What follows belongs to an exercise in optimizing a design on an open flow for small area; a production flow would make more cautious choices.
In this exercise RTL edits were held to simulation tests only and were not proved equivalent to the original.
Power figures rest on the tool's default switching activity, not on a simulated workload.

--- design/flow/design.v ---
module reg_file_mp #(
    parameter int XLEN     = 32,
    parameter int NREGS    = 32,
    parameter int NREAD    = 2,
    parameter int ZERO_REG = 1,
    parameter int BYPASS   = 1,
    parameter int RD_LAT   = 0
) (
    input  logic                      clk,
    input  logic                      rst_n,
    input  logic [NREAD*$clog2(NREGS)-1:0] rs_addr,
    output logic [NREAD*XLEN-1:0]     rs_data,
    output logic [NREAD-1:0]          rs_busy,
    input  logic                      wr_en,
    input  logic [$clog2(NREGS)-1:0]  wr_addr,
    input  logic [XLEN-1:0]           wr_data,
    input  logic                      issue_en,
    input  logic [$clog2(NREGS)-1:0]  issue_rd,
    output logic [$clog2(NREGS):0]    busy_cnt
);
    localparam int AW = $clog2(NREGS);
    logic [XLEN-1:0]       regs_q [NREGS];
    logic [XLEN-1:0]       regs_d [NREGS];
    logic [NREGS-1:0]      busy_q;
    logic [NREGS-1:0]      busy_d;
    logic [AW:0]           busy_cnt_q;
    logic [AW:0]           busy_cnt_d;
    logic                  wr_ok_s;
    logic                  issue_ok_s;
    logic [AW-1:0]         rd_addr_s [NREAD];
    logic [NREAD*XLEN-1:0] rd_data_d;
    logic [NREAD-1:0]      rs_busy_s;
    function automatic logic [AW:0] popcount(input logic [NREGS-1:0] v);
        logic [AW:0] c;
        c = {(AW+1){1'b0}};
        for (int i = 0; i < NREGS; i++) begin
            c = c + {{AW{1'b0}}, v[i]};
        end
        popcount = c;
    endfunction
    always_comb begin
        wr_ok_s    = wr_en;
        issue_ok_s = issue_en;
        if ((ZERO_REG != 0) && (wr_addr == {AW{1'b0}})) begin
            wr_ok_s = 1'b0;
        end else begin
            wr_ok_s = wr_en;
        end
        if ((ZERO_REG != 0) && (issue_rd == {AW{1'b0}})) begin
            issue_ok_s = 1'b0;
        end else begin
            issue_ok_s = issue_en;
        end
    end
    always_comb begin
        for (int r = 0; r < NREGS; r++) begin
            if (wr_ok_s && (wr_addr == AW'(r))) begin
                regs_d[r] = wr_data;
            end else begin
                regs_d[r] = regs_q[r];
            end
            if (issue_ok_s && (issue_rd == AW'(r))) begin
                busy_d[r] = 1'b1;
            end else if (wr_en && (wr_addr == AW'(r))) begin
                busy_d[r] = 1'b0;
            end else begin
                busy_d[r] = busy_q[r];
            end
        end
        if (ZERO_REG != 0) begin
            busy_d[0] = 1'b0;
        end else begin
            busy_d[0] = busy_d[0];
        end
        busy_cnt_d = popcount(busy_d);
    end
    always_comb begin
        for (int i = 0; i < NREAD; i++) begin
            rd_addr_s[i] = rs_addr[i*AW +: AW];
        end
    end
    always_comb begin
        rd_data_d = {(NREAD*XLEN){1'b0}};
        rs_busy_s = {NREAD{1'b0}};
        for (int i = 0; i < NREAD; i++) begin
            if ((ZERO_REG != 0) && (rd_addr_s[i] == {AW{1'b0}})) begin
                rd_data_d[i*XLEN +: XLEN] = {XLEN{1'b0}};
            end else if ((BYPASS != 0) && wr_ok_s && (wr_addr == rd_addr_s[i])) begin
                rd_data_d[i*XLEN +: XLEN] = wr_data;
            end else begin
                rd_data_d[i*XLEN +: XLEN] = regs_q[rd_addr_s[i]];
            end
            if ((BYPASS != 0) && wr_ok_s && (wr_addr == rd_addr_s[i])) begin
                rs_busy_s[i] = 1'b0;
            end else begin
                rs_busy_s[i] = busy_q[rd_addr_s[i]];
            end
        end
    end
    always_ff @(posedge clk or negedge rst_n) begin
        if (!rst_n) begin
            for (int r = 0; r < NREGS; r++) begin
                regs_q[r] <= {XLEN{1'b0}};
            end
            busy_q     <= {NREGS{1'b0}};
            busy_cnt_q <= {(AW+1){1'b0}};
        end else begin
            for (int r = 0; r < NREGS; r++) begin
                regs_q[r] <= regs_d[r];
            end
            busy_q     <= busy_d;
            busy_cnt_q <= busy_cnt_cap(busy_cnt_d);
        end
    end
    function automatic logic [AW:0] busy_cnt_cap(input logic [AW:0] v);
        busy_cnt_cap = v;
    endfunction
    assign rs_busy  = rs_busy_s;
    assign busy_cnt = busy_cnt_q;
    generate
        if (RD_LAT != 0) begin : g_rd_reg
            logic [NREAD*XLEN-1:0] rd_data_q;
            always_ff @(posedge clk or negedge rst_n) begin
                if (!rst_n) begin
                    rd_data_q <= {(NREAD*XLEN){1'b0}};
                end else begin
                    rd_data_q <= rd_data_d;
                end
            end
            assign rs_data = rd_data_q;
        end else begin : g_rd_comb
            assign rs_data = rd_data_d;
        end
    endgenerate
endmodule
--- design/flow/run.sh ---
#!/bin/bash
# synth_recipe.tcl (not shown) runs the flow's synth.tcl, then flattens the netlist and writes it again
# the make line also repeats each setting of config.mk as NAME=value (left out here)
make -C /OpenROAD-flow-scripts/flow DESIGN_CONFIG=/design/flow/config.mk WORK_HOME=/design/flow/orfs CLKGATE_MAP_FILE= SYNTH_SCRIPT=/design/flow/synth_recipe.tcl finish
--- design/flow/config.mk ---
export PLATFORM = sky130hd
export DESIGN_NAME = reg_file_mp
export DESIGN_NICKNAME = reg_file_mp
export VERILOG_FILES = /design/flow/design.v
export SDC_FILE = /design/flow/constraint.sdc
export NUM_CORES = 4
export LEC_CHECK = 0
export CAP_MARGIN = 20
export CORE_MARGIN = 2
export CORE_UTILIZATION = 40
export SLEW_MARGIN = 20
--- design/flow/constraint.sdc ---
create_clock -name core_clock -period 7.5 [get_ports {clk}]
set_input_delay 1.5000 -clock core_clock [delete_from_list [all_inputs] [get_ports {clk}]]
set_output_delay 1.5000 -clock core_clock [all_outputs]
set_load 0.01 [all_outputs]
==> flow_metrics.env <==
export IMPL_dr_first_iter_drc_count=10700
export IMPL_cp_top_family="simple AND/OR/NAND/NOR gates"
export IMPL_place_hpwl_um=174000
export IMPL_setup_ws_ns=0.472
export IMPL_drc_errors=0
export IMPL_synthToLayoutAreaGrowth_pct=15.9
export IMPL_clk_pin_slew_ns=0.06
export IMPL_r2r_cells=17
export IMPL_antenna_found_initial=42
export IMPL_finalCriticalPeriod_ns=7.03
export IMPL_power_density_nw_per_um2=288
export IMPL_slowest_delay_ns=0.78
export IMPL_die_h_um=372
export IMPL_cts_hold_buf=0
export IMPL_async_flop_share_pct=100
export IMPL_switching_share_pct=32.5
export IMPL_cp_num_cells=10
export IMPL_syn_avg_cell_area_um2=11.3
export IMPL_grt_use_met2_pct=55.2
export IMPL_h_tree_depth=3
export IMPL_grt_use_total_pct=41.1
export IMPL_cts_max_path_buffers=3
export IMPL_rsz0062_at_grt="false"
export IMPL_num_nets_final=4940
export IMPL_cts_buffers=115
export IMPL_final_cell_area_um2=62900
export IMPL_place_ws_ns=-0.0250
export IMPL_placed_area_um2=59000
export IMPL_max_freq_ghz=0.142
export IMPL_ys_seq_elements=1029
export IMPL_io_pins=128
export IMPL_met3_usage_pct=19.6
export IMPL_ys_flop_type="dfrtp_1"
export IMPL_finalSetupViolCount=0
export IMPL_critical_path_required_ns=6.00
export IMPL_post_cts_resized=0
export IMPL_pwr_share_seq_pct=42.9
export IMPL_wire_per_inst_um=42.9
export IMPL_drt_pass1_iter_count=12
export IMPL_drt_wl_total_um=290000
export IMPL_cp_start_kind="primary input"
export IMPL_grt_use_met1_pct=51.8
export IMPL_p_comb_share_pct=24.6
export IMPL_switching_power_w=0.00589
export IMPL_ys_seq_area_share_pct=47.5
export IMPL_rows=135
export IMPL_root_buffer="clkbuf_16"
export IMPL_syn_num_nets=4867
export IMPL_skew_ns=0.0301
export IMPL_path_cells="buf_2 -> buf_4 -> and3_1 -> buf_4 -> and3_1 -> a2111oi_0 -> nand4_1 -> nor4_1 -> o31ai_1 -> clkdlybuf4s50_1"
export IMPL_hold_depth=1
export IMPL_drive_gt1_share_pct=33.8
export IMPL_maxCapViolCount=0
export IMPL_cp_max_fo=19
export IMPL_vias=50500
export IMPL_grt_ovfl_total=0
export IMPL_p_int_w=0.0122
export IMPL_clkSinkCount=1029
export IMPL_start_util_pct=40.2
export IMPL_p_leak_nw=28.5
export IMPL_clock_latency_ns=0.81
export IMPL_netlist_area_um2=54300
export IMPL_grt_max_degree=166
export IMPL_min_path_type="register to register"
export IMPL_final_antenna_net_count=0
export IMPL_ir_drop_v=0.000441
export IMPL_grt_pass1_vias=47900
export IMPL_hold_viol=0
export IMPL_synth_edf_count=0
export IMPL_status="timing/DRC/antenna clean"
export IMPL_crit_arrival_ns=5.53
export IMPL_fin_tns_setup_ns=0
export IMPL_portBuffers=127
export IMPL_yosys_warnings=4
export IMPL_drv_slew=0
export IMPL_synth_cells=4781
export IMPL_crit_slowest_cell="nor4_1"
export IMPL_gp_congestion=0.994
export IMPL_crit_buf_inv=4
export IMPL_relSlewSlack_pct=8.74
export IMPL_cts_setup_buffers=0
export IMPL_grt_pass1_wl_um=394000
export IMPL_synth_cell_type_count=69
export IMPL_holdWs_ns=0.514
export IMPL_end_kind="output port"
export IMPL_p_clk_share_pct=32.5
export IMPL_busiest_layer="met2"
export IMPL_die_area_um2=139000
export IMPL_cts_tree="done"
export IMPL_vias_per_cell=7.48
export IMPL_coreArea_um2=135000
export IMPL_crit_type="primary input to output port"
export IMPL_dieWidth_um=372
export IMPL_timing_final_crit_share_pct=93.7
export IMPL_max_slew_worst_pin_slew_ns=1.36
[layer usage]
metal	wire length, um	up-vias
met4	25700	34
met2	113000	5145
met5	322	-
met3	47200	1653
met1	104000	25300
li1	-	18400
[power groups by stage]
stage | Clock (W) | Combinational [W] | Sequential (W)
3_3_place_gp | 0 | 0.00434 | 0.00773
5_1_grt | 0.00610 | 0.00493 | 0.00783
3_5_place_dp | 0 | 0.00441 | 0.00776
4_1_cts | 0.00587 | 0.00443 | 0.00767
2_1_floorplan | 0 | 0.00305 | 0.00735
6_report | 0.00589 | 0.00445 | 0.00776
[kinds of logic after synthesis]
group                      synth area share [%]
DFF                                        47.5
adders and majority gates                  1.01
AOI/OAI and AO/OA                          13.7
and+or+nand+nor                            12.0
muxes                                      21.3
xor gates and xnor gates                  0.210
buffers and inverters                      4.29
[worst paths after layout]
| check | start | end | slack [ns] |
|---|---|---|---|
| worst min register to register | regs_q[4][9] | regs_q[4][9] | 0.51 |
| min in group asynchronous | rst_n | regs_q[27][29] | 0.80 |
| worst max register to register | busy_q[28] | busy_cnt_q[4] | 2.15 |
| max in group asynchronous | rst_n | regs_q[1][8] | 5.05 |
| worst max-delay path | rs_addr[1] | rs_data[26] | 0.47 |
| worst min-delay path | regs_q[4][9] | regs_q[4][9] | 0.51 |
[stage by stage]
step | util [%] | std cells | power (W)
CTS | 46.5 | 6728 | 0.0180
detailed placement | 43.7 | 6515 | 0.0122
global placement | 43.6 | 6510 | 0.0121
floorplan | - | 4781 | 0.0104
finish | 46.6 | 6750 | 0.0181
global route | 46.5 | 6732 | 0.0189
[flip-flops by register name, summed over array words and instances (netlist names)]
| name | flops |
|---|---|
| busy_q | 31 |
| regs_q | 992 |
| busy_cnt_q | 6 |
[layout by cell type, fill, tap and decap left out, drive strengths merged, types with 14 or more instances in the layout]
cell type,n
a2111oi,125
a21oi,60
a221oi,23
a22o,15
a22oi,602
and3,387
buf,336
clkbuf,168
clkdlybuf4s50,98
clkinv,31
dfrtp,1029
diode,19
fa,23
inv,60
mux2,979
mux4,18
nand2,203
nand2b,20
nand3,121
nand4,115
nor2,129
nor2b,14
nor3,20
nor4,67
o21ai,92
o31ai,37
[area by class of cell]
cell class | count | area (um^2)
fill | 12300 | 72100
multi-input combinational | 3217 | 26800
sequential | 1029 | 25700
timing repair buffer | 434 | 4010
clock buffer | 168 | 3370
tap | 1781 | 2230
clock inverter | 45 | 469
inverter | 57 | 214
antenna | 19 | 47.5
[cell usage after synthesis, types with 10 or more instances]
master / instances / share of area [%]
a22oi_1: 602 / 8.3
mux2i_1: 11 / 0.20
mux4_2: 18 / 0.75
or2_2: 11 / 0.13
dfrtp_1: 1029 / 47
nand3_1: 121 / 1.1
buf_2: 131 / 1.2
buf_4: 15 / 0.21
fa_1: 23 / 0.85
nor4_1: 65 / 0.75
buf_6: 13 / 0.27
nand2_1: 203 / 1.4
nand4b_1: 11 / 0.18
a21oi_1: 60 / 0.55
a22o_1: 15 / 0.24
a31oi_1: 10 / 0.12
mux2_2: 979 / 20
a221oi_1: 23 / 0.37
or3_1: 10 / 0.12
nand2b_1: 20 / 0.23
nor2_2: 20 / 0.23
clkbuf_1: 303 / 2.1
o21ai_0: 70 / 0.65
and3b_1: 11 / 0.18
o21ai_1: 22 / 0.20
xnor2_1: 10 / 0.16
buf_1: 15 / 0.10
nor2b_1: 14 / 0.16
and3_1: 387 / 4.5
a2111oi_0: 118 / 1.9
nand4_1: 115 / 1.3
nor2_1: 101 / 0.70
nor3_1: 20 / 0.18
inv_1: 57 / 0.39
o31ai_1: 37 / 0.51

## re-timing with driven ports
Ports are ideal in the flow. The routed layout listed here was re-timed in OpenROAD. Step 1 (the two cells are an assumption about what drives the block):
set clk [get_ports {clk}]
set_driving_cell -lib_cell sky130_fd_sc_hd__clkbuf_16 $clk
set_driving_cell -lib_cell sky130_fd_sc_hd__buf_2 [delete_from_list [all_inputs] $clk]
Step 2 moves the port delays by t, midway between the first and last clock arrival at a register: inputs arrive t later, outputs are due t later. That takes back most of the time a late clock gives input paths. Slacks: no drivers / after step 1 / after step 2; pairs: no drivers / after step 1.
shift t [ns]: 0.875
slack for setup (ns): 0.472 / 0.328 / -0.100
cell pins on the clock port's net: 1
Met with ideal ports but missed after step 2: setup timing in this run. For this run, drivers alone change the setup slack by -0.144 ns; drivers and shift together by -0.572 ns.
